This design comes from an exercise in tuning for small area, a short achievable clock period and few clock cycles per item on the open sky130 flow, not from production work.
Function was checked by simulation only, so behaviour that the tests miss may differ from the original.

--- flow/run.sh ---
#!/bin/bash
# The standard layout (the standard flow's config.mk and SDC, ORFS's steps and scripts), with three changes:
#  - synthesis maps the logic with flow/abc.script, a shorter ABC script than ORFS's speed
#    script (one choice computation and one mapping pass, then ORFS's usual buffering and
#    sizing). Everything else in synthesis, including the flip-flop mapping, is unchanged.
#  - the port buffers that ORFS puts on every input and output are buf_2 cells instead of the
#    resizer's default choice (a slow delay buffer).
#  - ORFS's repair_timing steps aim for 7.3 ns of setup slack (SETUP_SLACK_MARGIN) instead of
#    0, so they size and buffer the paths longer than 3.7 ns. The SDC is the standard flow's, unchanged.
# The make output goes to standard_flow.log; ORFS's per-step logs are under orfs/logs/.
set -euo pipefail
here=$(pwd)
rm -rf "$here/scripts"
cp -r "$FLOW_HOME/scripts" "$here/scripts"
cp "$here/flow/abc.script" "$here/scripts/abc_speed.script"
bash standard.sh finish SCRIPTS_DIR="$here/scripts" \
  "BUFFER_PORTS_ARGS=-buffer_cell sky130_fd_sc_hd__buf_2" SETUP_SLACK_MARGIN=7.3 \
  > "$here/standard_flow.log" 2>&1
--- flow/abc.script ---
&get -n
&st
&dch
&nf
&put
buffer -c
topo
stime -c
upsize -c
dnsize -c
--- standard.sh ---
#!/bin/bash
# synth_recipe.tcl (not shown) runs the flow's synth.tcl, then flattens the netlist and writes it again
# the make line also repeats each setting of config.mk as NAME=value (left out here)
make -C /OpenROAD-flow-scripts/flow DESIGN_CONFIG=/design/flow/config.mk WORK_HOME=/design/flow/orfs CLKGATE_MAP_FILE= SYNTH_SCRIPT=/design/flow/synth_recipe.tcl "${@:-finish}"
--- config.mk ---
export PLATFORM = sky130hd
export DESIGN_NAME = aes256_ctr_mode
export DESIGN_NICKNAME = aes256_ctr_mode
export VERILOG_FILES = /design/flow/design.v
export SDC_FILE = /design/flow/constraint.sdc
export NUM_CORES = 4
export LEC_CHECK = 0
export CAP_MARGIN = 20
export CELL_PAD_IN_SITES_DETAIL_PLACEMENT = 1
export CELL_PAD_IN_SITES_GLOBAL_PLACEMENT = 1
export CORE_MARGIN = 2
export CORE_UTILIZATION = 55
export CTS_CLUSTER_DIAMETER = 60
export CTS_CLUSTER_SIZE = 20
export PLACE_DENSITY = 0.7
export SLEW_MARGIN = 20
--- constraint.sdc ---
create_clock -name core_clock -period 11.0 [get_ports {clk}]
set_input_delay 2.2000 -clock core_clock [delete_from_list [all_inputs] [get_ports {clk}]]
set_output_delay 2.2000 -clock core_clock [all_outputs]
set_load 0.01 [all_outputs]
--- design.v ---
module aes256_ctr_mode (
  input  logic         clk,
  input  logic         rst,
  input  logic [31:0]  config_register,
  output logic [31:0]  status_register,
  input  logic [255:0] input_key,
  input  logic [127:0] input_iv,
  output logic         s_axis_tready,
  input  logic         s_axis_tvalid,
  input  logic         s_axis_tlast,
  input  logic [127:0] s_axis_tdata,
  input  logic         m_axis_tready,
  output logic         m_axis_tvalid,
  output logic         m_axis_tlast,
  output logic [127:0] m_axis_tdata
);
  function automatic logic [11:0] sbox_p(input logic [7:0] x);
    logic U0, U1, U2, U3, U4, U5, U6, U7;
    logic T1, T2, T3, T4, T5, T6, T7, T8, T9, T10, T11, T12, T13, T14, T15, T16, T17, T18;
    logic T19, T20, T21, T22, T23, T24, T25, T26, T27;
    logic M1, M2, M3, M4, M5, M6, M7, M8, M9, M10, M11, M12, M13, M14, M15, M16, M17, M18;
    logic M19, M20, M21, M22, M23, M24, M25, M26, M27, M28, M29, M30, M31, M32, M33, M34;
    logic M35, M36, M37, M38, M39, M40;
    {U0, U1, U2, U3, U4, U5, U6, U7} = x;
    T1 = U0 ^ U3;   T2 = U0 ^ U5;   T3 = U0 ^ U6;   T4 = U3 ^ U5;
    T5 = U4 ^ U6;   T6 = T1 ^ T5;   T7 = U1 ^ U2;   T8 = U7 ^ T6;
    T9 = U7 ^ T7;   T10 = T6 ^ T7;  T11 = U1 ^ U5;  T12 = U2 ^ U5;
    T13 = T3 ^ T4;  T14 = T6 ^ T11; T15 = T5 ^ T11; T16 = T5 ^ T12;
    T17 = T9 ^ T16; T18 = U3 ^ U7;  T19 = T7 ^ T18; T20 = T1 ^ T19;
    T21 = U6 ^ U7;  T22 = T7 ^ T21; T23 = T2 ^ T22; T24 = T2 ^ T10;
    T25 = T20 ^ T17; T26 = T3 ^ T16; T27 = T1 ^ T12;
    M1 = T13 & T6;  M2 = T23 & T8;  M3 = T14 ^ M1;  M4 = T19 & U7;
    M5 = M4 ^ M1;   M6 = T3 & T16;  M7 = T22 & T9;  M8 = T26 ^ M6;
    M9 = T20 & T17; M10 = M9 ^ M6;  M11 = T1 & T15; M12 = T4 & T27;
    M13 = M12 ^ M11; M14 = T2 & T10; M15 = M14 ^ M11; M16 = M3 ^ M2;
    M17 = M5 ^ T24; M18 = M8 ^ M7;  M19 = M10 ^ M15; M20 = M16 ^ M13;
    M21 = M17 ^ M15; M22 = M18 ^ M13; M23 = M19 ^ T25;
    M24 = M22 ^ M23;
    M25 = M22 & M20; M26 = M21 ^ M25; M27 = M20 ^ M21; M28 = M23 ^ M25;
    M29 = M28 & M27; M30 = M26 & M24; M31 = M20 & M23; M32 = M27 & M31;
    M33 = M27 ^ M25; M34 = M21 & M22; M35 = M24 & M34; M36 = M24 ^ M25;
    M37 = M21 ^ M29; M38 = M32 ^ M33; M39 = M23 ^ M30; M40 = M35 ^ M36;
    sbox_p = {T1, T2, T3, T6, T8, T9, T15, T19, M37, M38, M39, M40};
  endfunction
  function automatic logic [7:0] sbox_q(input logic [11:0] h);
    logic U7;
    logic T1, T2, T3, T4, T6, T8, T9, T10, T13, T15, T16, T17, T19, T20, T22, T23, T27;
    logic M37, M38, M39, M40, M41, M42, M43, M44, M45, M46, M47, M48, M49, M50;
    logic M51, M52, M53, M54, M55, M56, M57, M58, M59, M60, M61, M62, M63;
    logic L0, L1, L2, L3, L4, L5, L6, L7, L8, L9, L10, L11, L12, L13, L14, L15, L16, L17;
    logic L18, L19, L20, L21, L22, L23, L24, L25, L26, L27, L28, L29;
    {T1, T2, T3, T6, T8, T9, T15, T19, M37, M38, M39, M40} = h;
    T4 = T1 ^ T2;   T10 = T8 ^ T9;  T13 = T3 ^ T4;  T20 = T1 ^ T19;
    T22 = T3 ^ T20; T23 = T2 ^ T22; T27 = T15 ^ T10; U7 = T6 ^ T8;
    T16 = T6 ^ T27; T17 = T9 ^ T16;
    M41 = M38 ^ M40; M42 = M37 ^ M39; M43 = M37 ^ M38; M44 = M39 ^ M40;
    M45 = M42 ^ M41; M46 = M44 & T6;  M47 = M40 & T8;  M48 = M39 & U7;
    M49 = M43 & T16; M50 = M38 & T9;  M51 = M37 & T17; M52 = M42 & T15;
    M53 = M45 & T27; M54 = M41 & T10; M55 = M44 & T13; M56 = M40 & T23;
    M57 = M39 & T19; M58 = M43 & T3;  M59 = M38 & T22; M60 = M37 & T20;
    M61 = M42 & T1;  M62 = M45 & T4;  M63 = M41 & T2;
    L0 = M61 ^ M62; L1 = M50 ^ M56; L2 = M46 ^ M48; L3 = M47 ^ M55;
    L4 = M54 ^ M58; L5 = M49 ^ M61; L6 = M62 ^ L5;  L7 = M46 ^ L3;
    L8 = M51 ^ M59; L9 = M52 ^ M53; L10 = M53 ^ L4; L11 = M60 ^ L2;
    L12 = M48 ^ M51; L13 = M50 ^ L0; L14 = M52 ^ M61; L15 = M55 ^ L1;
    L16 = M56 ^ L0; L17 = M57 ^ L1; L18 = M58 ^ L8; L19 = M63 ^ L4;
    L20 = L0 ^ L1;  L21 = L1 ^ L7;  L22 = L3 ^ L12; L23 = L18 ^ L2;
    L24 = L15 ^ L9; L25 = L6 ^ L10; L26 = L7 ^ L9;  L27 = L8 ^ L10;
    L28 = L11 ^ L14; L29 = L11 ^ L17;
    sbox_q = {L6 ^ L24, ~(L16 ^ L26), ~(L19 ^ L28), L6 ^ L21,
              L20 ^ L22, L25 ^ L29, ~(L13 ^ L27), ~(L6 ^ L23)};
  endfunction
  function automatic logic [191:0] sub_p(input logic [127:0] st);
    logic [191:0] res;
    for (int i = 0; i < 16; i++)
      res[191-12*i -: 12] = sbox_p(st[127-8*i -: 8]);
    sub_p = res;
  endfunction
  function automatic logic [127:0] sub_q_shift(input logic [191:0] h);
    logic [127:0] res;
    int           i;
    for (int c = 0; c < 4; c++)
      for (int r = 0; r < 4; r++) begin
        i = 4*((c+r)%4) + r;
        res[127-8*(4*c+r) -: 8] = sbox_q(h[191-12*i -: 12]);
      end
    sub_q_shift = res;
  endfunction
  function automatic logic [7:0] xtime(input logic [7:0] b);
    xtime = {b[6:0], 1'b0} ^ (b[7] ? 8'h1b : 8'h00);
  endfunction
  function automatic logic [31:0] mix_col(input logic [31:0] col);
    logic [7:0] a0, a1, a2, a3;
    {a0, a1, a2, a3} = col;
    mix_col = {xtime(a0) ^ xtime(a1) ^ a1 ^ a2 ^ a3,
               a0 ^ xtime(a1) ^ xtime(a2) ^ a2 ^ a3,
               a0 ^ a1 ^ xtime(a2) ^ xtime(a3) ^ a3,
               xtime(a0) ^ a0 ^ a1 ^ a2 ^ xtime(a3)};
  endfunction
  function automatic logic [127:0] mix_columns(input logic [127:0] st);
    mix_columns = {mix_col(st[127:96]), mix_col(st[95:64]), mix_col(st[63:32]),
                   mix_col(st[31:0])};
  endfunction
  function automatic logic [127:0] key_prefix(input logic [127:0] k);
    logic [31:0] w0, w1, w2, w3;
    w0 = k[127:96];
    w1 = k[95:64] ^ w0;
    w2 = k[63:32] ^ w1;
    w3 = k[31:0] ^ w2;
    key_prefix = {w0, w1, w2, w3};
  endfunction
  function automatic logic [124:0] ones_prefix(input logic [124:0] w);
    logic [124:0] p;
    logic [124:0] q;
    p = w;
    for (int k = 0; k < 7; k++) begin
      q = p;
      for (int i = 0; i < 125; i++)
        if (((i >> k) & 1) == 1)
          q[i] = p[i] & p[((i >> k) << k) - 1];
      p = q;
    end
    ones_prefix = p;
  endfunction
  logic         load;
  logic         unused_cfg;
  assign load       = config_register[0];
  assign unused_cfg = ^config_register[31:1];
  logic [4:0]   ph;
  logic         fin;        
  logic         fin_d;      
  assign fin_d = (ph >= 5'd26) || (ph <= 5'd1);
  logic [255:0] key_q;      
  logic [127:0] ka;         
  logic [127:0] kb;         
  logic [47:0]  gh_q;       
  logic [31:0]  gw_in;
  logic [31:0]  g;
  logic [7:0]   rcon;
  logic         gsel_q;     
  logic         ka_rs_q;    
  logic         kb_rs_q;    
  logic [127:0] kb_old;     
  assign gw_in = gsel_q ? kb[31:0] : {ka[23:0], ka[31:24]};
  assign rcon  = 8'h01 << ph[4:2];
  assign g     = {sbox_q(gh_q[47:36]), sbox_q(gh_q[35:24]), sbox_q(gh_q[23:12]),
                  sbox_q(gh_q[11:0])} ^ {(ph[1] ? rcon : 8'h00), 24'h0};
  assign kb_old = kb_rs_q ? key_prefix(key_q[255:128]) : key_prefix(kb);
  always_ff @(posedge clk) begin
    if (load)
      key_q <= input_key;
    gh_q <= {sbox_p(gw_in[31:24]), sbox_p(gw_in[23:16]), sbox_p(gw_in[15:8]),
             sbox_p(gw_in[7:0])};
    if (ph[1:0] == 2'd0)
      ka <= ka_rs_q ? key_q[127:0] : (key_prefix(ka) ^ {4{g}});
    if (ph[1:0] == 2'd2)
      kb <= kb_old ^ {4{g}};
    gsel_q  <= (ph[1:0] == 2'd2);
    ka_rs_q <= (ph == 5'd27);
    kb_rs_q <= (ph == 5'd1);
  end
  logic [191:0] pa, pb;     
  logic [127:0] qa, qb;     
  logic         vpa, vqa, vpb, vqb;
  logic [127:0] ctr;        
  logic [2:0]   nfl;        
  logic [124:0] hi_ones;    
  logic [124:0] hi_zeros;   
  logic [3:0]   lo_inc;     
  logic [3:0]   lo_back;    
  logic         miss_q;     
  logic [2:0]   rw_q;       
  logic [127:0] ctr_inc;    
  logic [127:0] ctr_back;   
  logic [127:0] sb;         
  logic [127:0] ks;
  logic         ready;
  logic         emerge;     
  logic         take;       
  logic         miss;       
  logic         issue;      
  logic         issue_ok;   
  assign sb       = sub_q_shift(pb);
  assign ks       = sb ^ kb;
  assign emerge   = fin && vpb;
  assign take     = s_axis_tready && s_axis_tvalid;
  assign miss     = emerge && !take;
  assign issue    = fin && ready && !miss_q;
  assign issue_ok = issue && !miss;
  assign hi_ones  = ones_prefix(ctr[127:3]);
  assign hi_zeros = ones_prefix(~ctr[127:3]);
  assign lo_inc   = {1'b0, ctr[2:0]} + 4'd1;
  assign lo_back  = {1'b0, ctr[2:0]} - {1'b0, rw_q};
  assign ctr_inc  = {ctr[127:3] ^ ({hi_ones[123:0], 1'b1} & {125{lo_inc[3]}}), lo_inc[2:0]};
  assign ctr_back = {ctr[127:3] ^ ({hi_zeros[123:0], 1'b1} & {125{lo_back[3]}}),
                     lo_back[2:0]};
  always_ff @(posedge clk) begin
    pa <= sub_p(qb);
    qa <= mix_columns(sub_q_shift(pa)) ^ ka;
    pb <= sub_p(qa);
    qb <= fin ? (ctr ^ key_q[255:128]) : (mix_columns(sb) ^ kb);
  end
  always_ff @(posedge clk) begin
    if (load)
      ctr <= input_iv;
    else if (miss_q)
      ctr <= ctr_back;
    else if (issue)
      ctr <= ctr_inc;
  end
  always_ff @(posedge clk) begin
    rw_q <= nfl + 3'd1;
  end
  always_ff @(posedge clk or posedge rst) begin
    if (rst) begin
      ph    <= '0;
      fin   <= 1'b0;
      ready <= 1'b0;
      nfl   <= '0;
      miss_q <= 1'b0;
      vpa   <= 1'b0;
      vqa   <= 1'b0;
      vpb   <= 1'b0;
      vqb   <= 1'b0;
    end else if (load) begin
      ph    <= 5'd27;
      fin   <= 1'b1;
      ready <= 1'b1;
      nfl   <= '0;
      miss_q <= 1'b0;
      vpa   <= 1'b0;
      vqa   <= 1'b0;
      vpb   <= 1'b0;
      vqb   <= 1'b0;
    end else begin
      ph  <= (ph == 5'd27) ? 5'd0 : ph + 5'd1;
      fin <= fin_d;
      vpa <= vqb && !miss;
      vqa <= vpa && !miss;
      vpb <= vqa && !miss;
      vqb <= fin ? issue_ok : (vpb && !miss);
      miss_q <= miss;
      if (miss)
        nfl <= '0;
      else
        nfl <= nfl + 3'(issue_ok) - 3'(take);
    end
  end
  logic         o_free;
  logic         s_valid;
  logic         s_last;
  logic [127:0] s_data;
  logic         s_valid_next;
  logic         o_valid_next;
  assign o_free = !m_axis_tvalid || m_axis_tready;
  always_comb begin
    if (o_free) begin
      o_valid_next = s_valid || take;
      s_valid_next = 1'b0;
    end else begin
      o_valid_next = 1'b1;
      s_valid_next = s_valid || take;
    end
  end
  always_ff @(posedge clk) begin
    if (o_free) begin
      m_axis_tdata <= s_valid ? s_data : (s_axis_tdata ^ ks);
      m_axis_tlast <= s_valid ? s_last : s_axis_tlast;
    end
    if (!s_valid) begin
      s_data <= s_axis_tdata ^ ks;
      s_last <= s_axis_tlast;
    end
  end
  always_ff @(posedge clk or posedge rst) begin
    if (rst) begin
      m_axis_tvalid <= 1'b0;
      s_valid       <= 1'b0;
      s_axis_tready <= 1'b0;
    end else if (load) begin
      m_axis_tvalid <= 1'b0;
      s_valid       <= 1'b0;
      s_axis_tready <= 1'b0;
    end else begin
      m_axis_tvalid <= o_valid_next;
      s_valid       <= s_valid_next;
      s_axis_tready <= fin_d && vqa && !miss && !s_valid_next;
    end
  end
  assign status_register = {26'd0, 5'd0, ready};
endmodule
==> out/metrics.csv, run 1 <==
metric;value;unit
RSZ-0062 raised after global routing;yes;
Max FO, Critical Path;5;
CTS Hold Bufs;0;
Synth Cell Area;109000;sq um
Initial Utilization;55.3;%
register area;40100;sq um
Yosys reg bits;1610;
Worst Hold Depth;1;
Fmax;261;MHz
Die Height;449;microns
initial antenna violation count;35;
CTS tree;done;
vias in the first global route;87200;
H-Tree Depth;4;
max incr delay on CP;0.55;ns
total negative slack;0;ns
Avg Synthesized Cell Area;10.2;sq um
DR pass1 iterations;8;
share of cells above drive strength 1;16.4;%
main combinational cell family by area after synthesis;XOR/XNOR gates;
GP Congestion;1.07;
final core utilization;64.8;%
top cells by count, synth;xnor2_1 (3081), xor2_1 (1718), nand2_1 (1195);
CP Launch Type;register;
Slew HR;8.43;%
Worst R2R Setup Slack;7.17;ns
largest net degree at the start of global routing;143;
Setup CP Type;reg2reg;
CP Capture Type;register;
Port Buffers;649;
Worst path slowest cell;xor3_1;
count leader, synth;xnor2_1;
mux contribution to synthesized area;0.912;%
Compound-Gate Fraction of Synth Area;5.11;%
chip width;449;microns
Slew @ Worst Pin;1.36;ns
post-synthesis cell type count;76;
Die Footprint;202000;sq um
Yosys top cell by area;xnor2_1;
leading post-synthesis cells by cell area;xnor2_1 (25%), edfxtp_1 (21%), dfxtp_1 (15%);
fin nets;12200;
shortest period the worst path allows;3.83;ns
Final ANT Viol Nets;0;
crit-path cells;xor3_1 -> o21ai_0 -> a21oi_2 -> xnor2_2 -> buf_4 -> xnor2_1 -> xnor2_1 -> buf_4 -> xor2_1 -> xnor3_1 -> xnor2_4 -> o21ai_0;
# IOs;712;
Sink Count;1610;
Worst Path Arrival;4.53;ns
crit share post-route;34.8;%
footprint of the multi-input gates;71300;sq um
CTS Buf Count;157;
# setup viols final;0;
Worst Hold Class;reg2reg;
Final Hold Vio Count;0;
Initial DRC Count;9946;
crit path from;pb[71]$_DFF_P_;
Yosys top cell area share;24.8;%
core area;197000;sq um
FF-to-FF End;qb[116]$_DFF_P_;
wire per inst;32.1;microns
status;finished clean;
Clock Latency Late Sink;0.87;ns
post-synthesis sequential area ratio;36.7;%
Worst Setup EP;qb[116]$_DFF_P_;
Clk pin slew, worst setup/hold paths;0.09;ns
CP Depth;12;
CP Buf/Inv Count;2;
Max Slew Vio Count;0;
global route total overflow;0;
Synth async-reset ratio;1.12;%
DRC viols;0;
Worst Skew;0.0505;ns
FF-to-FF path depth;12;
post-synthesis xor/xnor area fraction;45.4;%
Post-Synth Simple-Gate Area;8.83;%
# rows;163;
Filler cells;20900;
EDFF count, synth;769;
Max-cap violations;0;
synth warn;1;
hpwl dp;349000;microns
Post-Synthesis Cells;10700;
final WL;459000;microns
Clock Tree Buf Depth;3;
delay-heaviest family, CP;XOR/XNOR gates;
first-pass GRT wire length;621000;microns
vias per cell;5.90;
CP required;11.70;ns
Root Buffer;clkbuf_16;
adder-cell share of the synthesized area;0.990;%
routed via count;84400;
Area growth, synth to finish;17.2;%
gr usage total;42.8;%
worst r2r src;pb[71]$_DFF_P_;
Main synth FF type;dfxtp_1;
logic make-up after synthesis:
group / count (synthesis)
xor+xnor: 5134
simple gates: 2193
flops: 1610
compound gates: 1020
buf+inv: 547
mux: 97
fa+ha+maj: 85
other cells: 1
placed cells by master (no fill, tap or decap), types with 160 or more instances in the layout:
cell,netlist,layout
o21ai_0,662,613
buf_4,33,318
xnor3_1,191,160
clkbuf_16,0,165
nand2_1,1195,1193
edfxtp_1,769,769
nor2_1,436,428
buf_2,11,647
xor2_1,1718,1608
dfxtp_1,823,794
a21oi_1,175,164
xnor2_2,34,197
xnor2_1,3081,2842
inv_1,175,174
per-layer routing:
| metal | track usage [%] | vias to the layer above | wire, microns |
|---|---|---|---|
| met5 | 0 | - | 87 |
| met4 | 35.0 | 12 | 45700 |
| met3 | 8.08 | 1476 | 42200 |
| met2 | 66.9 | 4563 | 207000 |
| met1 | 51.5 | 42100 | 164000 |
| li1 | - | 36300 | - |
what timing repair did:
| item | CTS | global route |
|---|---|---|
| setup endpoints to repair | 380 | 261 |
| cloned | 1 | 0 |
| buffers inserted | 81 | 161 |
| pin swaps | 35 | 71 |
| resized for setup | 355 | 326 |
worst min-delay path by stage:
stage                              from                  end  slack (ns)
floorplan           s_data[126]$_DFF_P_  s_data[126]$_DFF_P_        0.43
global placement          vqb$_DFF_PP0_        vpa$_DFF_PP0_        0.44
detailed placement        vpa$_DFF_PP0_        vqa$_DFF_PP0_        0.45
CTS                       vqb$_DFF_PP0_        vpa$_DFF_PP0_        0.47
global route             s_last$_DFF_P_       s_last$_DFF_P_        0.49
finish                    vqb$_DFF_PP0_        vpa$_DFF_PP0_        0.47
flip-flops by register name, summed over array words and instances (netlist names), 48 cells and up:
| register | cells |
|---|---|
| ctr | 128 |
| gh_q | 48 |
| ka | 128 |
| kb | 128 |
| key_q | 256 |
| m_axis_tdata | 128 |
| pa | 192 |
| pb | 192 |
| qa | 128 |
| qb | 128 |
| s_data | 128 |
stage by stage:
stage          cell area [sq um]  setup slack, ns  instances  hold slack, ns
6_report                  128000             7.17      14300           0.467
5_1_grt                   128000             7.11      14300           0.485
4_1_cts                   124000             7.08      14100           0.471
3_5_place_dp              115000             6.16      13800           0.453
3_3_place_gp              115000             6.28      13800           0.435
2_1_floorplan             109000             7.12      10700           0.427
layout make-up:
cell class,instances,share of cell area [%]
multi-input cells,8560,55.8
clock buffers,177,3.29
clock inverters,116,1.19
flip-flops and latches,1610,31.4
repair buffers,1015,5.15
well taps,2640,2.59
inverters,175,0.514
diodes,22,0.0431
Testbench counts, summed over its fixed seeds: cycles 18,975, items 2,583.
==> run 2: changes to the inputs <==
--- a/design.v
+++ b/design.v
@@ -173,6 +173,7 @@
   logic [127:0] ctr_inc;    
   logic [127:0] ctr_back;   
   logic [127:0] sb;         
+  logic [127:0] kx;         
   logic [127:0] ks;
   logic         ready;
   logic         emerge;     
@@ -181,6 +182,7 @@
   logic         issue;      
   logic         issue_ok;   
   assign sb       = sub_q_shift(pb);
+  assign kx       = fin ? (ctr ^ key_q[255:128]) : kb;
   assign ks       = sb ^ kb;
   assign emerge   = fin && vpb;
   assign take     = s_axis_tready && s_axis_tvalid;
@@ -198,7 +200,7 @@
     pa <= sub_p(qb);
     qa <= mix_columns(sub_q_shift(pa)) ^ ka;
     pb <= sub_p(qa);
-    qb <= fin ? (ctr ^ key_q[255:128]) : (mix_columns(sb) ^ kb);
+    qb <= (mix_columns(sb) & {128{!fin}}) ^ kx;
   end
   always_ff @(posedge clk) begin
     if (load)
==> run 2 against run 1 <==
Still clean on timing, DRC and antenna. Via count rose by 1.2%. Fmax decreased by 9.9%. Utilization is 0.73 points higher. Non-clock buffer count is 27 higher. Clock-buffer cell count grew 5. Clock skew grew 0.0056 ns. Cell count about the same. Design area decreased by 1.1%. Worst hold slack gained 0.016 ns. Global-route usage up 0.42 points. Critical endpoint is now ctr[79]$_DFFE_PP_.
==> out/metrics.csv, run 2 <==
metric;value;unit;change
status;finished clean;;
CTS tree;done;;
Max-cap violations;0;;unchanged
global route total overflow;0;;unchanged
DRC viols;0;;unchanged
Yosys reg bits;1610;;unchanged
initial antenna violation count;42;;+20%
shortest period the worst path allows;4.25;ns;+0.420 ns
GP Congestion;1.02;;-4.4%
Worst path slowest cell;edfxtp_1;;
Final Hold Vio Count;0;;unchanged
count leader, synth;xnor2_1;;
Slew HR;10.1;%;+1.7 points
Setup CP Type;reg2reg;;
EDFF count, synth;769;;unchanged
Initial DRC Count;9818;;-1.3%
Layout Cells excl Fill;14300;;-0.077%
gr usage total;43.2;%;+0.42 points
total negative slack;0;ns;unchanged
crit share post-route;38.7;%;+3.8 points
Clk pin slew, worst setup/hold paths;0.08;ns;about the same
Worst R2R Setup Slack;6.75;ns;-0.42 ns
Avg Synthesized Cell Area;9.94;sq um;-2.5%
CTS Hold Bufs;0;;unchanged
wire per inst;32.5;microns;+1.2%
Clock Tree Buf Depth;3;;unchanged
Main synth FF type;dfxtp_1;;
crit-path cells;nor3_1 -> nor4bb_1 -> and4_2 -> nand4_2 -> or4_4 -> or4_4 -> buf_4 -> nor4_4 -> nor3b_4 -> nand2b_1 -> xnor2_1 -> o21ai_1;;
CP Launch Type;register;;
CP Capture Type;register;;
Worst Skew;0.0561;ns;+0.00561 ns
final core utilization;65.5;%;+0.73 points
vias in the first global route;87600;;+0.49%
Port Buffers;649;;unchanged
Synth async-reset ratio;1.12;%;unchanged
# setup viols final;0;;unchanged
chip width;445;microns;-0.96%
hpwl dp;340000;microns;-2.4%
Worst Path Arrival;4.85;ns;+0.32 ns
Area growth, synth to finish;18.3;%;
Top Registers;key_q (256), pa (192), pb (192);;
largest net degree at the start of global routing;208;;+45%
Fmax;235;MHz;-9.9%
CTS Buf Count;153;;-2.5%
routed via count;85400;;+1.2%
Final ANT Viol Nets;0;;unchanged
most frequent cells in the layout;xnor2_1 (3021), xor2_1 (1572), nand2_1 (1148);;
Die Footprint;198000;sq um;-1.9%
vias per cell;5.97;;+1.3%
Clock Latency Late Sink;0.87;ns;about the same
Synth Cell Area;107000;sq um;-1.9%
Biggest register;key_q;;
max incr delay on CP;0.55;ns;about the same
fin nets;12300;;+0.95%
Sink Count;1610;;unchanged
Post-Synthesis Cells;10700;;+0.54%
Yosys top cell by area;xnor2_1;;
Initial Utilization;55.4;%;+0.12 points
# rows;161;;-1.2%
core area;193000;sq um;-2.1%
most frequent CP cell;or4_4;;
commonest non-fill, non-tap cell in the layout;xnor2_1;;
top cells by count, synth;xnor2_1 (3274), xor2_1 (1709), nand2_1 (1152);;
final WL;464000;microns;+1.1%
Die Height;445;microns;-0.96%
Slew @ Worst Pin;1.34;ns;-0.0252 ns
# IOs;712;;unchanged
CP required;11.60;ns;-0.10 ns
first-pass GRT wire length;615000;microns;-0.98%
DR pass1 iterations;6;;-2
number of flip-flops in the largest register;256;;unchanged
post-synthesis sequential area ratio;37.5;%;+0.73 points
Max FO, Critical Path;5;;unchanged
Yosys top cell area share;26.8;%;+2.1 points
post-route cell area;126000;sq um;-1.1%
Root Buffer;clkbuf_16;;
synth warn;1;;unchanged
Worst Hold Class;reg2reg;;
Max Slew Vio Count;0;;unchanged
leading post-synthesis cells by cell area;xnor2_1 (27%), edfxtp_1 (22%), dfxtp_1 (15%);;
H-Tree Depth;4;;unchanged
RSZ-0062 raised after global routing;yes;;
placed inst area;114000;sq um;-1.5%
share of cells above drive strength 1;16.5;%;+0.15 points
post-synthesis cell type count;70;;-7.9%
Placed Cells;13800;;+0.015%
## run 2: cell types whose count changed in the layout (fill, tap and decap cells not counted), moves of 20 or more
cell	change
and2_1	-35
inv_1	+31
nand2b_1	-20
xor3_1	-49
nand2_1	-45
xnor2_1	+179
xor2_1	-36
xor2_4	+21
nand3b_1	+23
nor2_1	+78
nor3_1	-28
xnor3_1	-73
a21oi_1	+74
## run 2: per-stage QoR
| step | hold slack (ns) | setup WS (ns) |
|---|---|---|
| floorplan | 0.427 | 6.94 |
| finish | 0.483 | 6.75 |
| global route | 0.500 | 6.63 |
| CTS | 0.477 | 6.81 |
| global placement | 0.440 | 6.12 |
| detailed placement | 0.458 | 5.98 |
## run 2: worst paths after layout
check,from,endpoint,cells after the start
hold / removal,s_data[89]$_DFF_P_,s_data[89]$_DFF_P_,2
setup / recovery,ctr[21]$_DFFE_PP_,ctr[79]$_DFFE_PP_,12
hold reg to reg,s_data[89]$_DFF_P_,s_data[89]$_DFF_P_,2
min in group asynchronous,rst,miss_q$_DFF_PP0_,2
max in group asynchronous,rst,fin$_DFF_PP0_,2
setup reg to reg,ctr[21]$_DFFE_PP_,ctr[79]$_DFFE_PP_,12
## run 2: layout make-up
class | instances | area (sq um)
clock buffer | 182 | 4240
tap | 2526 | 3160
multi-input combinational | 8624 | 69900
antenna | 14 | 35.0
fill | 20400 | 66400
sequential | 1610 | 40100
clock inverter | 102 | 1260
inverter | 204 | 766
timing repair buffer | 1042 | 6900
## run 2: worst max-delay path: cells and delay by family, from the launching register on
kind,cells,cell delay [ns]
simple gates,9,3.00
flops,1,0.55
buf+inv,1,0.19
xor+xnor,1,0.16
compound gates,1,0.10
## run 2: logic make-up (layout without fill, tap and decap cells)
logic type               count (synthesis)  count (layout)  share of synthesized area (%)
AND/OR/NAND/NOR                       2170            2170                           8.84
XOR/XNOR                              5140            5140                           44.2
multiplexers                            99              99                          0.944
other                                    1              45                        0.00351
flip-flops                            1610            1610                           37.5
buffers and inverters                  542            1530                           2.03
AO/OA/AOI/OAI                         1098            1099                           5.52
adder cells (fa/ha/maj)                 85              85                           1.01
## run 2: timing repair
action | CTS | global route
gates cloned | 0 | 2
setup endpoints to repair | 497 | 451
gates resized for setup | 375 | 388
buffers inserted | 97 | 150
pin swaps | 46 | 102
## run 2: routing by layer
metal  up-vias  wire [microns]  track usage [%]
met5         -             213                0
met3      1717           47500             10.1
li1      36500               -                -
met4        30           51100             39.1
met2      4933          205000             66.2
met1     42300          161000             50.5
Testbench counts of run 2, summed over its fixed seeds: cycles 18,975, items 2,583.
==> run 3: changes to the inputs <==
--- a/design.v
+++ b/design.v
@@ -173,7 +173,6 @@
   logic [127:0] ctr_inc;    
   logic [127:0] ctr_back;   
   logic [127:0] sb;         
-  logic [127:0] kx;         
   logic [127:0] ks;
   logic         ready;
   logic         emerge;     
@@ -182,7 +181,6 @@
   logic         issue;      
   logic         issue_ok;   
   assign sb       = sub_q_shift(pb);
-  assign kx       = fin ? (ctr ^ key_q[255:128]) : kb;
   assign ks       = sb ^ kb;
   assign emerge   = fin && vpb;
   assign take     = s_axis_tready && s_axis_tvalid;
@@ -200,7 +198,7 @@
     pa <= sub_p(qb);
     qa <= mix_columns(sub_q_shift(pa)) ^ ka;
     pb <= sub_p(qa);
-    qb <= (mix_columns(sb) & {128{!fin}}) ^ kx;
+    qb <= fin ? (ctr ^ key_q[255:128]) : (mix_columns(sb) ^ kb);
   end
   always_ff @(posedge clk) begin
     if (load)
--- a/config.mk
+++ b/config.mk
@@ -9,8 +9,8 @@
 export CELL_PAD_IN_SITES_DETAIL_PLACEMENT = 1
 export CELL_PAD_IN_SITES_GLOBAL_PLACEMENT = 1
 export CORE_MARGIN = 2
-export CORE_UTILIZATION = 55
-export CTS_CLUSTER_DIAMETER = 60
-export CTS_CLUSTER_SIZE = 20
-export PLACE_DENSITY = 0.7
+export CORE_UTILIZATION = 45
+export CTS_CLUSTER_DIAMETER = 70
+export CTS_CLUSTER_SIZE = 25
+export PLACE_DENSITY = 0.62
 export SLEW_MARGIN = 20
==> run 3 against run 2 <==
Sequential share of layout area fell by 0.19 points. Non-clock buffer count fell by 43. Utilization fell by 13 points. Flip-flop and latch count did not move. Critical path type is now reg2out. Global-route usage fell by 9.0 points. Wire length fell by 6.7%. First-iteration DRC count fell by 31%.
==> out/metrics.csv, run 3 <==
metric;value;unit;change
core area;241000;sq um;+25%
synth warn;1;;unchanged
first-pass GRT wire length;596000;microns;-3.0%
top cells by count, synth;xnor2_1 (3081), xor2_1 (1718), nand2_1 (1195);;
Setup CP Type;reg2out;;
largest net degree at the start of global routing;205;;-1.4%
worst r2r src;pa[79]$_DFF_P_;;
post-synthesis sequential area ratio;36.7;%;-0.73 points
final core utilization;52.8;%;-13 points
Die Footprint;246000;sq um;+24%
Sink Count;1610;;unchanged
Worst Hold Class;reg2reg;;
Max FO, Critical Path;1;;-4
Slew HR;22.0;%;+12 points
# rows;180;;+12%
FF-to-FF End;qa[88]$_DFF_P_;;
CP Depth;1;;-11
Worst R2R Setup Slack;7.31;ns;+0.56 ns
gr usage total;34.2;%;-9.0 points
H-Tree Depth;4;;unchanged
Worst path slowest cell;edfxtp_1;;
adder-cell share of the synthesized area;0.990;%;-0.020 points
Yosys reg bits;1610;;unchanged
Initial Utilization;45.3;%;-10 points
CP required;8.80;ns;-2.80 ns
Top Registers;key_q (256), pa (192), pb (192);;
routed via count;79300;;-7.2%
GP Congestion;1.00;;-1.6%
Clk pin slew, worst setup/hold paths;0.09;ns;about the same
commonest non-fill, non-tap cell in the layout;xnor2_1;;
final WL;433000;microns;-6.7%
leading post-synthesis cells by cell area;xnor2_1 (25%), edfxtp_1 (21%), dfxtp_1 (15%);;
most frequent cells in the layout;xnor2_1 (2859), xor2_1 (1616), nand2_1 (1193);;
Hold WS;0.462;ns;-0.0212 ns
share of cells above drive strength 1;15.6;%;-0.93 points
Root Buffer;clkbuf_16;;
Slew @ Worst Pin;1.17;ns;-0.173 ns
Yosys top cell area share;24.8;%;-2.1 points
CTS Buf Count;141;;-7.8%
Final Hold Vio Count;0;;unchanged
CTS tree;done;;
mux contribution to synthesized area;0.912;%;-0.032 points
Die Height;496;microns;+12%
Fmax;265;MHz;+13%
chip width;496;microns;+12%
Clock Tree Buf Depth;3;;unchanged
initial antenna violation count;37;;-12%
total negative slack;0;ns;unchanged
Final ANT Viol Nets;0;;unchanged
EDFF count, synth;769;;unchanged
wire per inst;29.2;microns;-9.9%
Worst Skew;0.0523;ns;-0.00383 ns
shortest period the worst path allows;3.77;ns;-0.480 ns
main combinational cell family by area after synthesis;XOR/XNOR gates;;
Post-Synthesis Cells;10700;;-0.54%
max incr delay on CP;0.56;ns;about the same
Max Slew Vio Count;0;;unchanged
Synth Cell Area;109000;sq um;+2.0%
Hold Path Origin;vqb$_DFF_PP0_;;
Worst Path Arrival;1.57;ns;-3.28 ns
DR pass1 iterations;5;;-1
crit share post-route;34.3;%;-4.4 points
CP Buf/Inv Count;1;;unchanged
fin nets;12100;;-1.2%
Filler cells;26100;;+28%
Yosys top cell by area;xnor2_1;;
Initial DRC Count;6813;;-31%
RSZ-0062 raised after global routing;yes;;
Max-cap violations;0;;unchanged
Compound-Gate Fraction of Synth Area;5.11;%;-0.41 points
CP Launch Type;register;;
CTS Hold Bufs;0;;unchanged
hpwl dp;355000;microns;+4.3%
CP Capture Type;output port;;
Area growth, synth to finish;16.6;%;
vias in the first global route;80800;;-7.7%
Synth async-reset ratio;1.12;%;unchanged
DRC viols;0;;unchanged
Avg Synthesized Cell Area;10.2;sq um;+2.5%
# setup viols final;0;;unchanged
# IOs;712;;unchanged
crit path from;m_axis_tdata[126]$_DFFE_PN_;;
Clock Latency Late Sink;0.84;ns;-0.03 ns
vias per cell;5.35;;-10%
Main synth FF type;dfxtp_1;;
status;finished clean;;
post-synthesis xor/xnor area fraction;45.4;%;+1.2 points
global route total overflow;0;;unchanged
number of flip-flops in the largest register;256;;unchanged
post-synthesis cell type count;76;;+8.6%
delay-heaviest family, CP;flip-flops;;
Worst Setup EP;m_axis_tdata[126];;
FF-to-FF path depth;10;;-2
Port Buffers;649;;unchanged
Post-Synth Simple-Gate Area;8.83;%;-0.011 points
crit-path cells;buf_6;;
count leader, synth;xnor2_1;;
Biggest register;key_q;;
-- run 3: how the worst min path moves through the flow --
stage | end | cells after the start
floorplan | s_data[126]$_DFF_P_ | 2
global placement | vpa$_DFF_PP0_ | 1
detailed placement | vqa$_DFF_PP0_ | 1
CTS | vqa$_DFF_PP0_ | 1
global route | vpa$_DFF_PP0_ | 1
finish | vpa$_DFF_PP0_ | 1
-- run 3: cell type report --
class                           instances  area (sq um)  area share, %
Tap cell                             3185          3990           3.14
Clock buffer                          158          3810           3.00
Sequential cell                      1610         40100           31.5
Timing Repair Buffer                  999          6340           4.99
Antenna cell                           24          60.1         0.0473
Inverter                              175           657          0.517
Multi-Input combinational cell       8561         70800           55.7
Clock inverter                        102          1370           1.08
-- run 3: repair_timing --
| item | CTS | global route |
|---|---|---|
| pin swaps | 36 | 80 |
| resized for setup | 334 | 264 |
| gates cloned | 0 | 2 |
| setup endpoints to repair | 448 | 376 |
| buffers inserted | 81 | 124 |
-- run 3: logic make-up (layout without fill, tap and decap cells) --
logic type               count (synthesis)  count (layout)
AND/OR/NAND/NOR                       2193            2193
buffers and inverters                  547            1434
multiplexers                            97              97
AO/OA/AOI/OAI                         1020            1021
XOR/XNOR                              5134            5134
adder cells (fa/ha/maj)                 85              85
flip-flops                            1610            1610
other                                    1              55
-- run 3: per-layer routing --
layer | wire length, microns | vias up | share of wire [%] | GRT usage, %
li1 | - | 36200 | - | -
met1 | 183000 | 39600 | 42 | 45.8
met2 | 194000 | 2717 | 45 | 53.8
met3 | 26000 | 753 | 6.0 | 3.97
met4 | 29400 | 12 | 6.8 | 19.2
met5 | 82 | - | 0.019 | 0
-- run 3: stage by stage --
| stage | worst slack, ns | std cells | area [sq um] |
|---|---|---|---|
| floorplan | 7.12 | 10700 | 109000 |
| global placement | 6.18 | 14300 | 116000 |
| detailed placement | 6.10 | 14300 | 116000 |
| CTS | 7.08 | 14700 | 124000 |
| global route | 7.17 | 14800 | 127000 |
| finish | 7.23 | 14800 | 127000 |
Testbench counts of run 3, summed over its fixed seeds: cycles 18,975, items 2,583.
==> run 4: changes to the inputs <==
--- a/config.mk
+++ b/config.mk
@@ -10,7 +10,7 @@
 export CELL_PAD_IN_SITES_GLOBAL_PLACEMENT = 1
 export CORE_MARGIN = 2
 export CORE_UTILIZATION = 45
-export CTS_CLUSTER_DIAMETER = 70
-export CTS_CLUSTER_SIZE = 25
+export CTS_CLUSTER_DIAMETER = 80
+export CTS_CLUSTER_SIZE = 30
 export PLACE_DENSITY = 0.62
 export SLEW_MARGIN = 20
==> run 4 against run 3 <==
Worst hold slack better by 0.0041 ns. Flip-flop and latch count stayed put. Still clean on timing, DRC and antenna. Critical path depth stayed put.
==> out/metrics.csv, run 4 <==
metric;value;unit;change
status;finished clean;;
Setup CP Type;reg2out;;
most frequent cells in the layout;xnor2_1 (2869), xor2_1 (1618), nand2_1 (1194);;
Main synth FF type;dfxtp_1;;
Clock Latency Late Sink;0.87;ns;+0.03 ns
Biggest register;key_q;;
share of cells above drive strength 1;15.2;%;-0.46 points
Yosys top cell area share;24.8;%;unchanged
shortest period the worst path allows;3.77;ns;-0.00248 ns
vias per cell;5.34;;-0.21%
synth warn;1;;unchanged
CP Launch Type;register;;
RSZ-0062 raised after global routing;yes;;
Slew @ Worst Pin;1.24;ns;+0.0717 ns
Die Height;496;microns;unchanged
vias in the first global route;80600;;-0.27%
wire per inst;29.2;microns;-0.12%
# IOs;712;;unchanged
post-synthesis sequential area ratio;36.7;%;unchanged
first-pass GRT wire length;595000;microns;-0.17%
count leader, synth;xnor2_1;;
# setup viols final;0;;unchanged
global route total overflow;0;;unchanged
chip width;496;microns;unchanged
largest net degree at the start of global routing;205;;unchanged
fin nets;12100;;-0.28%
final core utilization;52.5;%;-0.31 points
routed via count;78800;;-0.54%
Post-Synthesis Cells;10700;;unchanged
number of flip-flops in the largest register;256;;unchanged
Worst Path Arrival;1.57;ns;about the same
CP Buf/Inv Count;1;;unchanged
CP Capture Type;output port;;
DR pass1 iterations;6;;+1
Max FO, Critical Path;1;;unchanged
Final ANT Viol Nets;0;;unchanged
EDFF count, synth;769;;unchanged
Initial DRC Count;6791;;-0.32%
Initial Utilization;45.3;%;unchanged
Sink Count;1610;;unchanged
Clk pin slew, worst setup/hold paths;0.10;ns;about the same
GP Congestion;1.00;;unchanged
delay-heaviest family, CP;flip-flops;;
max incr delay on CP;0.55;ns;about the same
Top Registers;key_q (256), pa (192), pb (192);;
Setup WS post-layout;7.23;ns;+0.00248 ns
Die Footprint;246000;sq um;unchanged
gr usage total;34.1;%;-0.10 points
Clock Tree Buf Depth;3;;unchanged
Area growth, synth to finish;15.9;%;
post-synthesis cell type count;76;;unchanged
Synth async-reset ratio;1.12;%;unchanged
Fmax;265;MHz;about the same
initial antenna violation count;48;;+30%
crit-path cells;buf_6;;
hpwl dp;355000;microns;unchanged
Worst path slowest cell;edfxtp_1;;
CTS Hold Bufs;0;;unchanged
# rows;180;;unchanged
Worst Hold Class;reg2reg;;
total negative slack;0;ns;unchanged
Yosys top cell by area;xnor2_1;;
Port Buffers;649;;unchanged
CTS Buf Count;117;;-17%
crit share post-route;34.3;%;about the same
Synth Cell Area;109000;sq um;unchanged
H-Tree Depth;3;;-1
top cells by count, synth;xnor2_1 (3081), xor2_1 (1718), nand2_1 (1195);;
Worst Skew;0.0623;ns;+0.0100 ns
CP required;8.80;ns;about the same
Final Hold Vio Count;0;;unchanged
Root Buffer;clkbuf_16;;
commonest non-fill, non-tap cell in the layout;xnor2_1;;
dpl ws;6.10;ns;unchanged
DRC viols;0;;unchanged
Max-cap violations;0;;unchanged
Max Slew Vio Count;0;;unchanged
Slew HR;17.2;%;-4.8 points
final WL;431000;microns;-0.45%
Yosys reg bits;1610;;unchanged
core area;241000;sq um;unchanged
leading post-synthesis cells by cell area;xnor2_1 (25%), edfxtp_1 (21%), dfxtp_1 (15%);;
CTS tree;done;;
Avg Synthesized Cell Area;10.2;sq um;unchanged
## run 4: cell counts after synthesis
Identical to the previous run, type by type.
## run 4: final cells by class
type / count / area [sq um]
Antenna cell: 24 / 60.1
Clock buffer: 123 / 2960
Clock inverter: 98 / 1590
Fill cell: 26200 / 114000
Inverter: 175 / 657
Multi-Input combinational cell: 8560 / 70700
Sequential cell: 1610 / 40100
Tap cell: 3185 / 3990
Timing Repair Buffer: 990 / 6300
## run 4: logic make-up (layout without fill, tap and decap cells)
group	after synthesis	in the layout	synth area share [%]
other cells	1	55	0.00344
simple gates	2193	2193	8.83
compound gates	1020	1020	5.11
buf+inv	547	1386	2.03
fa+ha+maj	85	85	0.990
xor+xnor	5134	5134	45.4
mux	97	97	0.912
flops	1610	1610	36.7
## run 4: timing repair
action | in CTS | in global routing
gates resized for setup | 341 | 245
pin swaps | 40 | 67
setup endpoints to repair | 447 | 379
gates cloned | 0 | 1
setup buffers | 80 | 115
## run 4: per-stage QoR
stage          hold slack (ns)  area, sq um  cells
6_report                 0.466       126000  14800
2_1_floorplan            0.427       109000  10700
3_5_place_dp             0.438       116000  14300
3_3_place_gp             0.434       116000  14300
5_1_grt                  0.498       126000  14800
4_1_cts                  0.466       124000  14600
## run 4: final timing paths
kind	from	to	slack, ns	depth (start not counted)
worst min register to register	vpa$_DFF_PP0_	vqa$_DFF_PP0_	0.47	1
min in group asynchronous	rst	ph[0]$_DFF_PP0_	1.36	2
worst max register to register	pb[6]$_DFF_P_	qb[116]$_DFF_P_	7.26	10
worst max-delay path	m_axis_tdata[127]$_DFFE_PN_	m_axis_tdata[127]	7.23	1
max in group asynchronous	rst	fin$_DFF_PP0_	9.21	3
worst min-delay path	vpa$_DFF_PP0_	vqa$_DFF_PP0_	0.47	1
## run 4: layer usage
metal	routed length [microns]	share of wire, %	vias to the layer above	GRT usage, %
met4	28600	6.6	16	18.4
met1	182000	42	39400	45.4
met2	194000	45	2615	53.9
met3	26600	6.2	696	4.39
met5	105	0.024	-	0
li1	-	-	36100	-
==> run 5: changes to the inputs <==
--- a/flow/run.sh
+++ b/flow/run.sh
@@ -1,7 +1,7 @@
 #!/bin/bash
 # The standard layout (the standard flow's config.mk and SDC, ORFS's steps and scripts), with three changes:
 #  - synthesis maps the logic with flow/abc.script, a shorter ABC script than ORFS's speed
-#    script (one choice computation and one mapping pass, then ORFS's usual buffering and
+#    script (one choice computation and one mapping pass with extra area recovery, then ORFS's usual buffering and
 #    sizing). Everything else in synthesis, including the flip-flop mapping, is unchanged.
 #  - the port buffers that ORFS puts on every input and output are buf_2 cells instead of the
 #    resizer's default choice (a slow delay buffer).
==> flow/abc.script (replaced) <==
&get -n
&st
&dch
&nf -R 1000
&put
buffer -c
topo
stime -c
upsize -c
dnsize -c
--- a/config.mk
+++ b/config.mk
@@ -10,7 +10,7 @@
 export CELL_PAD_IN_SITES_GLOBAL_PLACEMENT = 1
 export CORE_MARGIN = 2
 export CORE_UTILIZATION = 45
-export CTS_CLUSTER_DIAMETER = 80
-export CTS_CLUSTER_SIZE = 30
+export CTS_CLUSTER_DIAMETER = 60
+export CTS_CLUSTER_SIZE = 20
 export PLACE_DENSITY = 0.62
 export SLEW_MARGIN = 20
==> run 5 against run 4 <==
Wire length shrank 2.9%. Flip-flop and latch count is the same. Critical path depth is 20 higher. Via count fell by 1.3%. Synthesized cell count shrank 0.15%. Clock skew fell by 0.015 ns. Global-route usage rose by 0.28 points. Clock-buffer cell count increased by 58. Still clean.
==> out/metrics.csv, run 5 <==
metric;value;unit;change
hpwl dp;345000;microns;-2.7%
Yosys top cell area share;27.6;%;+2.8 points
Slew HR;18.1;%;+0.91 points
Max-cap violations;0;;unchanged
Yosys reg bits;1610;;unchanged
post-synthesis sequential area ratio;38.3;%;+1.6 points
Global Route met1 Usage;44.4;%;-1.1 points
Area growth, synth to finish;19.0;%;
CTS tree;done;;
Yosys top cell by area;xnor2_1;;
Die Height;486;microns;-2.1%
initial antenna violation count;50;;+4.2%
Clock Latency Late Sink;0.86;ns;about the same
global route total overflow;0;;unchanged
CP Capture Type;register;;
commonest non-fill, non-tap cell in the layout;xnor2_1;;
mux contribution to synthesized area;0.806;%;-0.11 points
Placed Cells;14200;;-0.62%
worst r2r src;ctr[3]$_DFFE_PP_;;
Post-Synthesis Cells;10700;;-0.15%
Final Hold Vio Count;0;;unchanged
routing usage on met3;5.13;%;+0.74 points
Final ANT Viol Nets;0;;unchanged
final WL;419000;microns;-2.9%
placed inst area;112000;sq um;-3.6%
vias in the first global route;81000;;+0.44%
post-synthesis cell type count;67;;-12%
H-Tree Depth;4;;+1
Worst R2R Setup Slack;5.65;ns;-1.61 ns
GRT Max-Usage Layer;met2;;
Root Buffer;clkbuf_16;;
largest net degree at the start of global routing;209;;+2.0%
GP Congestion;1.01;;+0.79%
top cells by count, synth;xnor2_1 (3284), xor2_1 (1932), nand2_1 (1200);;
Max Slew Vio Count;0;;unchanged
# IOs;712;;unchanged
DR pass1 iterations;5;;-1
fin nets;12200;;+0.80%
share of cells above drive strength 1;16.2;%;+1.0 points
CTS Hold Bufs;0;;unchanged
post-route cell area;124000;sq um;-1.7%
Setup CP Type;reg2reg;;
status;finished clean;;
FF-to-FF path depth;21;;+11
Sink Count;1610;;unchanged
Worst Skew;0.0469;ns;-0.0154 ns
number of flip-flops in the largest register;256;;unchanged
# rows;176;;-2.2%
total negative slack;0;ns;unchanged
Port Buffers;649;;unchanged
Top Registers;key_q (256), pa (192), pb (192);;
Avg Synthesized Cell Area;9.78;sq um;-4.1%
Compound-Gate Fraction of Synth Area;5.50;%;+0.39 points
post-synthesis xor/xnor area fraction;43.8;%;-1.6 points
CP Launch Type;register;;
Clk pin slew, worst setup/hold paths;0.08;ns;-0.02 ns
Synth Cell Area;104000;sq um;-4.2%
Worst Path Arrival;5.93;ns;+4.36 ns
Clock Tree Buf Depth;3;;unchanged
CP required;11.57;ns;+2.77 ns
wire per inst;28.4;microns;-2.7%
chip width;486;microns;-2.1%
EDFF count, synth;769;;unchanged
Post-Synth Simple-Gate Area;8.56;%;-0.27 points
Worst Hold Path EP;vpa$_DFF_PP0_;;
FF-to-FF End;ctr[119]$_DFFE_PP_;;
leading post-synthesis cells by cell area;xnor2_1 (28%), edfxtp_1 (22%), xor2_1 (16%);;
Initial Utilization;45.3;%;+0.061 points
Synth async-reset ratio;1.12;%;unchanged
Die Footprint;236000;sq um;-4.2%
Worst Hold Class;reg2reg;;
main combinational cell family by area after synthesis;XOR/XNOR gates;;
RSZ-0062 raised after global routing;yes;;
CTS Buf Count;159;;+36%
# setup viols final;0;;unchanged
Fmax;187;MHz;-30%
Hold Path Origin;vqb$_DFF_PP0_;;
crit share post-route;48.7;%;+14 points
Main synth FF type;dfxtp_1;;
GR Util met2;55.4;%;+1.5 points
Initial DRC Count;6358;;-6.4%
synth warn;1;;unchanged
Slew @ Worst Pin;1.22;ns;-0.0183 ns
most frequent cells in the layout;xnor2_1 (3007), xor2_1 (1770), nand2_1 (1188);;
count leader, synth;xnor2_1;;
routed via count;77800;;-1.3%
Worst Hold Depth;1;;unchanged
Biggest register;key_q;;
core area;230000;sq um;-4.3%
first-pass GRT wire length;580000;microns;-2.6%
Layout Cells excl Fill;14700;;-0.18%
vias per cell;5.28;;-1.2%
DRC viols;0;;unchanged
Max FO, Critical Path;4;;+3
shortest period the worst path allows;5.35;ns;+1.58 ns
adder-cell share of the synthesized area;1.03;%;+0.043 points
gr usage total;34.4;%;+0.28 points
==> run 5: cell count changes after synthesis, moves of 52 or more <==
| cell | change |
|---|---|
| clkbuf_1 | -60 |
| xnor3_1 | -190 |
| xor2_1 | +214 |
| nand2b_1 | +52 |
| xnor2_1 | +203 |
| and2_1 | -70 |
| xor3_1 | -100 |
==> run 5: how the worst max path moves through the flow <==
| stage | end | slack, ns | start | cells past startpoint |
|---|---|---|---|---|
| after global placement | ctr[107]$_DFFE_PP_ | 5.04 | ctr[3]$_DFFE_PP_ | 19 |
| after floorplan | ctr[124]$_DFFE_PP_ | 6.17 | ctr[75]$_DFFE_PP_ | 18 |
| after global routing | ctr[119]$_DFFE_PP_ | 5.58 | ctr[3]$_DFFE_PP_ | 21 |
| final | ctr[119]$_DFFE_PP_ | 5.65 | ctr[3]$_DFFE_PP_ | 21 |
| after CTS | ctr[119]$_DFFE_PP_ | 5.70 | ctr[4]$_DFFE_PP_ | 21 |
| after detailed placement | ctr[103]$_DFFE_PP_ | 4.83 | ctr[3]$_DFFE_PP_ | 19 |
==> run 5: routing by layer <==
metal / routed length, microns / part of all wire [%]
met5: 62 / 0.015
met4: 27400 / 6.5
met3: 26100 / 6.2
met2: 191000 / 46
met1: 174000 / 42
==> run 5: worst max-delay path, cell delays in order, from the launching register on <==
cell and delay [ns]:
edfxtp_1 0.45, nor2_4 0.15, nand2_2 0.08, or4_4 0.52, nor2_4 0.11, nand2_2 0.08, or4_4 0.51, nor2_4 0.13
nand4b_1 0.17, or3_4 0.44, or2_4 0.25, or4_4 0.43, nor4_4 0.15, buf_6 0.18, nand2_8 0.05, or4_4 0.46
nor2_4 0.15, nand2_4 0.09, o21ai_4 0.20, o211ai_1 0.14, xor2_1 0.24, o21ai_1 0.08
==> run 5: area by class of cell <==
class | instances | area, sq um
well taps | 3026 | 3790
clock buffers | 181 | 4220
multi-input cells | 8582 | 67500
repair buffers | 990 | 6180
flip-flops and latches | 1610 | 40100
inverters | 208 | 781
clock inverters | 118 | 1630
diodes | 24 | 60.1
fillers | 25300 | 106000
==> run 5: repair_timing <==
item / CTS / global route
pin swaps: 64 / 103
gates cloned: 0 / 1
setup buffers: 98 / 83
hold endpoints to repair: 0 / 0
gates resized for setup: 384 / 341
setup endpoints to repair: 425 / 405
==> run 5: cells by family after synthesis <==
group           count (synthesis)
flops                        1610
compound gates               1076
buf+inv                       510
other cells                     1
fa+ha+maj                      85
simple gates                 2089
mux                            83
xor+xnor                     5217
==> run 5: metrics by stage <==
stage	util (%)	worst slack [ns]	hold slack [ns]
after global placement	48.6	5.04	0.443
after CTS	52.7	5.70	0.464
after floorplan	-	6.17	0.427
final	53.9	5.65	0.462
after global routing	53.9	5.58	0.495
after detailed placement	48.6	4.83	0.445
==> run 6: changes to the inputs <==
==> flow/run.sh (replaced) <==
#!/bin/bash
# The standard layout (the standard flow's config.mk and SDC, ORFS's steps and scripts), with three changes:
#  - synthesis maps the logic with flow/abc.script, a shorter ABC script than ORFS's speed
#    script (one choice computation and one mapping pass, then ORFS's usual buffering and
#    sizing). Everything else in synthesis, including the flip-flop mapping, is unchanged.
#  - the port buffers that ORFS puts on every input and output are buf_2 cells instead of the
#    resizer's default choice (a slow delay buffer).
#  - ORFS's repair_timing steps aim for 7.2 ns of setup slack (SETUP_SLACK_MARGIN) instead of
#    0, so they size and buffer the paths longer than 3.8 ns. The SDC is the standard flow's, unchanged.
# The make output goes to standard_flow.log; ORFS's per-step logs are under orfs/logs/.
set -euo pipefail
here=$(pwd)
rm -rf "$here/scripts"
cp -r "$FLOW_HOME/scripts" "$here/scripts"
cp "$here/flow/abc.script" "$here/scripts/abc_speed.script"
bash standard.sh finish SCRIPTS_DIR="$here/scripts" \
  "BUFFER_PORTS_ARGS=-buffer_cell sky130_fd_sc_hd__buf_2" SETUP_SLACK_MARGIN=7.2 \
  > "$here/standard_flow.log" 2>&1
==> flow/abc.script (replaced) <==
&get -n
&st
&dch
&nf
&put
buffer -c
topo
stime -c
upsize -c
dnsize -c
--- a/config.mk
+++ b/config.mk
@@ -10,7 +10,7 @@
 export CELL_PAD_IN_SITES_GLOBAL_PLACEMENT = 1
 export CORE_MARGIN = 2
 export CORE_UTILIZATION = 45
-export CTS_CLUSTER_DIAMETER = 60
-export CTS_CLUSTER_SIZE = 20
+export CTS_CLUSTER_DIAMETER = 70
+export CTS_CLUSTER_SIZE = 25
 export PLACE_DENSITY = 0.62
 export SLEW_MARGIN = 20
==> run 6 against run 5 <==
Still clean on timing, DRC and antenna. Worst hold slack worse by 0.0057 ns. Design area up 1.2%. Utilization decreased by 1.7 points. Setup slack improved by 1.5 ns.
==> out/metrics.csv, run 6 <==
metric;value;unit;change
status;finished clean;;
synth warn;1;;unchanged
Final ANT Viol Nets;0;;unchanged
DRC viols;0;;unchanged
Main synth FF type;dfxtp_1;;
Slew HR;25.1;%;+7.0 points
H-Tree Depth;4;;unchanged
Layout Cells excl Fill;14700;;-0.027%
core area;241000;sq um;+4.5%
Yosys top cell area share;24.8;%;-2.8 points
vias in the first global route;80200;;-0.98%
Setup WS post-layout;7.20;ns;+1.55 ns
Max-cap violations;0;;unchanged
placed inst area;116000;sq um;+3.7%
hpwl dp;354000;microns;+2.4%
post-synthesis sequential area ratio;36.7;%;-1.6 points
dpl ws;6.19;ns;+1.36 ns
GP Congestion;1.01;;about the same
Yosys top cell by area;xnor2_1;;
# rows;180;;+2.3%
CTS tree;done;;
CP Launch Type;register;;
# setup viols final;0;;unchanged
Biggest register;key_q;;
Worst Path Arrival;4.44;ns;-1.49 ns
Worst Hold Class;reg2reg;;
total negative slack;0;ns;unchanged
Placed Cells;14300;;+0.62%
fin nets;12100;;-1.1%
Post-Synthesis Cells;10700;;+0.15%
commonest non-fill, non-tap cell in the layout;xnor2_1;;
most frequent cells in the layout;xnor2_1 (2898), xor2_1 (1635), nand2_1 (1195);;
Worst Hold Depth;1;;unchanged
EDFF count, synth;769;;unchanged
leading post-synthesis cells by cell area;xnor2_1 (25%), edfxtp_1 (21%), dfxtp_1 (15%);;
Avg Synthesized Cell Area;10.2;sq um;+4.2%
top cells by count, synth;xnor2_1 (3081), xor2_1 (1718), nand2_1 (1195);;
gr usage total;33.9;%;-0.50 points
first-pass GRT wire length;591000;microns;+1.8%
# IOs;712;;unchanged
Initial Utilization;45.3;%;-0.061 points
Clock Tree Buf Depth;3;;unchanged
Hold WS;0.457;ns;-0.00571 ns
Root Buffer;clkbuf_16;;
initial antenna violation count;28;;-44%
Final Hold Vio Count;0;;unchanged
final WL;429000;microns;+2.4%
shortest period the worst path allows;3.80;ns;-1.55 ns
Worst Skew;0.0553;ns;+0.00844 ns
Clock Latency Late Sink;0.82;ns;-0.04 ns
vias per cell;5.34;;+1.1%
Port Buffers;649;;unchanged
post-synthesis cell type count;76;;+13%
routed via count;78600;;+1.1%
largest net degree at the start of global routing;239;;+14%
FF-to-FF path depth;9;;-57%
Synth async-reset ratio;1.12;%;unchanged
chip width;496;microns;+2.1%
crit share post-route;34.6;%;-14 points
share of cells above drive strength 1;14.2;%;-2.0 points
Max FO, Critical Path;5;;+1
Area growth, synth to finish;15.4;%;
CTS Buf Count;140;;-12%
global route total overflow;0;;unchanged
number of flip-flops in the largest register;256;;unchanged
Synth Cell Area;109000;sq um;+4.4%
CP Capture Type;register;;
Max Slew Vio Count;0;;unchanged
Sink Count;1610;;unchanged
count leader, synth;xnor2_1;;
Fmax;263;MHz;+41%
Setup CP Type;reg2reg;;
DR pass1 iterations;5;;unchanged
Clk pin slew, worst setup/hold paths;0.09;ns;about the same
final core utilization;52.2;%;-1.7 points
Slew @ Worst Pin;1.12;ns;-0.0961 ns
RSZ-0062 raised after global routing;yes;;
CP required;11.64;ns;+0.07 ns
post-route cell area;126000;sq um;+1.2%
Die Height;496;microns;+2.1%
Initial DRC Count;7295;;+15%
Top Registers;key_q (256), pa (192), pb (192);;
Die Footprint;246000;sq um;+4.3%
Yosys reg bits;1610;;unchanged
wire per inst;29.1;microns;+2.4%
run 6: cell count changes in the layout (fill, tap and decap cells not counted), moves of 38 or more:
cell      before   now
nand2b_1     165   118
o21ai_1       69    31
xor2_1      1770  1635
xnor2_2      241   160
buf_4        290   248
xnor3_1        1   172
xnor2_1     3007  2898
and2_1        59   128
xor3_1         0    95
xor2_4        51    12
nand4_1       12    57
run 6: path summary, 6_finish.rpt:
| kind | startpoint | end | slack (ns) |
|---|---|---|---|
| worst max-delay path | pb[154]$_DFF_P_ | qb[86]$_DFF_P_ | 7.20 |
| worst min-delay path | vpa$_DFF_PP0_ | vqa$_DFF_PP0_ | 0.46 |
| worst max register to register | pb[154]$_DFF_P_ | qb[86]$_DFF_P_ | 7.20 |
| worst min register to register | vpa$_DFF_PP0_ | vqa$_DFF_PP0_ | 0.46 |
| max in group asynchronous | rst | fin$_DFF_PP0_ | 9.14 |
| min in group asynchronous | rst | ph[3]$_DFF_PP0_ | 1.38 |
run 6: area by class of cell:
type | instances | area [sq um]
Tap cell | 3185 | 3990
Inverter | 175 | 657
Antenna cell | 17 | 42.5
Timing Repair Buffer | 929 | 5740
Clock inverter | 99 | 1400
Multi-Input combinational cell | 8560 | 70000
Fill cell | 26100 | 115000
Sequential cell | 1610 | 40000
Clock buffer | 160 | 3790
run 6: cells by family after synthesis:
kind of cell               after synthesis  synth area share, %
other                                    1              0.00344
muxes                                   97                0.912
AOI/OAI and AO/OA                     1020                 5.11
xor gates and xnor gates              5134                 45.4
adders and majority gates               85                0.990
buffers and inverters                  547                 2.03
and+or+nand+nor                       2193                 8.83
DFF                                   1610                 36.7
run 6: timing repair:
| item | CTS | global route |
|---|---|---|
| setup buffers | 59 | 76 |
| pin swaps | 24 | 47 |
| resized for setup | 268 | 200 |
| gates cloned | 0 | 1 |
| hold buffers | 0 | 0 |
| endpoints found under the setup margin | 251 | 247 |
run 6: per-layer routing:
metal | part of all wire, % | GRT usage, % | up-vias | wire length (microns)
li1 | - | - | 36000 | -
met1 | 42 | 45.3 | 39300 | 181000
met2 | 45 | 53.8 | 2619 | 195000
met3 | 6.3 | 4.33 | 641 | 27100
met4 | 6.0 | 17.3 | 6 | 25600
met5 | 0.0079 | 0 | - | 34
run 6: worst max-delay path: stages (launching register included):
cell and delay, ns:
dfxtp_1 0.47, xor3_1 0.45, and2_1 0.23, xnor3_1 0.45
xor3_1 0.26, xnor3_1 0.58, xnor2_2 0.17, xnor2_1 0.31
xor2_1 0.12, o21ai_0 0.58

afterwards: timing with drivers on the ports:
In the flow no input, the clock included, has a driving cell. The finished layouts below were timed again as built, in two steps.
Step 1 (the two cells are an assumption about what drives the block):
set clk [get_ports {clk}]
set_driving_cell -lib_cell sky130_fd_sc_hd__clkbuf_16 $clk
set_driving_cell -lib_cell sky130_fd_sc_hd__buf_2 [delete_from_list [all_inputs] $clk]
Step 2, shift: input delay + t, output delay - t, t = (earliest + latest rising clock arrival at the registers) / 2. This alone moves slack from input paths to output paths.
a / b / c = ideal / step 1 / step 2; a / b = the first two.
run | t (ns) | slack for setup (ns) | worst register clock-pin slew, ns | worst slew at a driven data input, ns
run 1 | 0.957 | 7.168 / 7.126 / 6.420 | 0.09 / 0.09 | 0.12
run 2 | 0.954 | 6.748 / 6.748 / 6.274 | 0.10 / 0.10 | 0.10
run 3 | 0.918 | 7.227 / 7.120 / 6.669 | 0.10 / 0.10 | 0.19
run 4 | 0.927 | 7.230 / 7.140 / 6.436 | 0.11 / 0.11 | 0.19
run 5 | 0.942 | 5.648 / 5.648 / 5.648 | 0.09 / 0.09 | 0.12
run 6 | 0.908 | 7.197 / 7.145 / 6.499 | 0.10 / 0.10 | 0.19
After both steps every run listed still meets setup and hold. For run 4, which loses most, drivers alone change the setup slack by -0.090 ns; drivers and shift together by -0.794 ns.
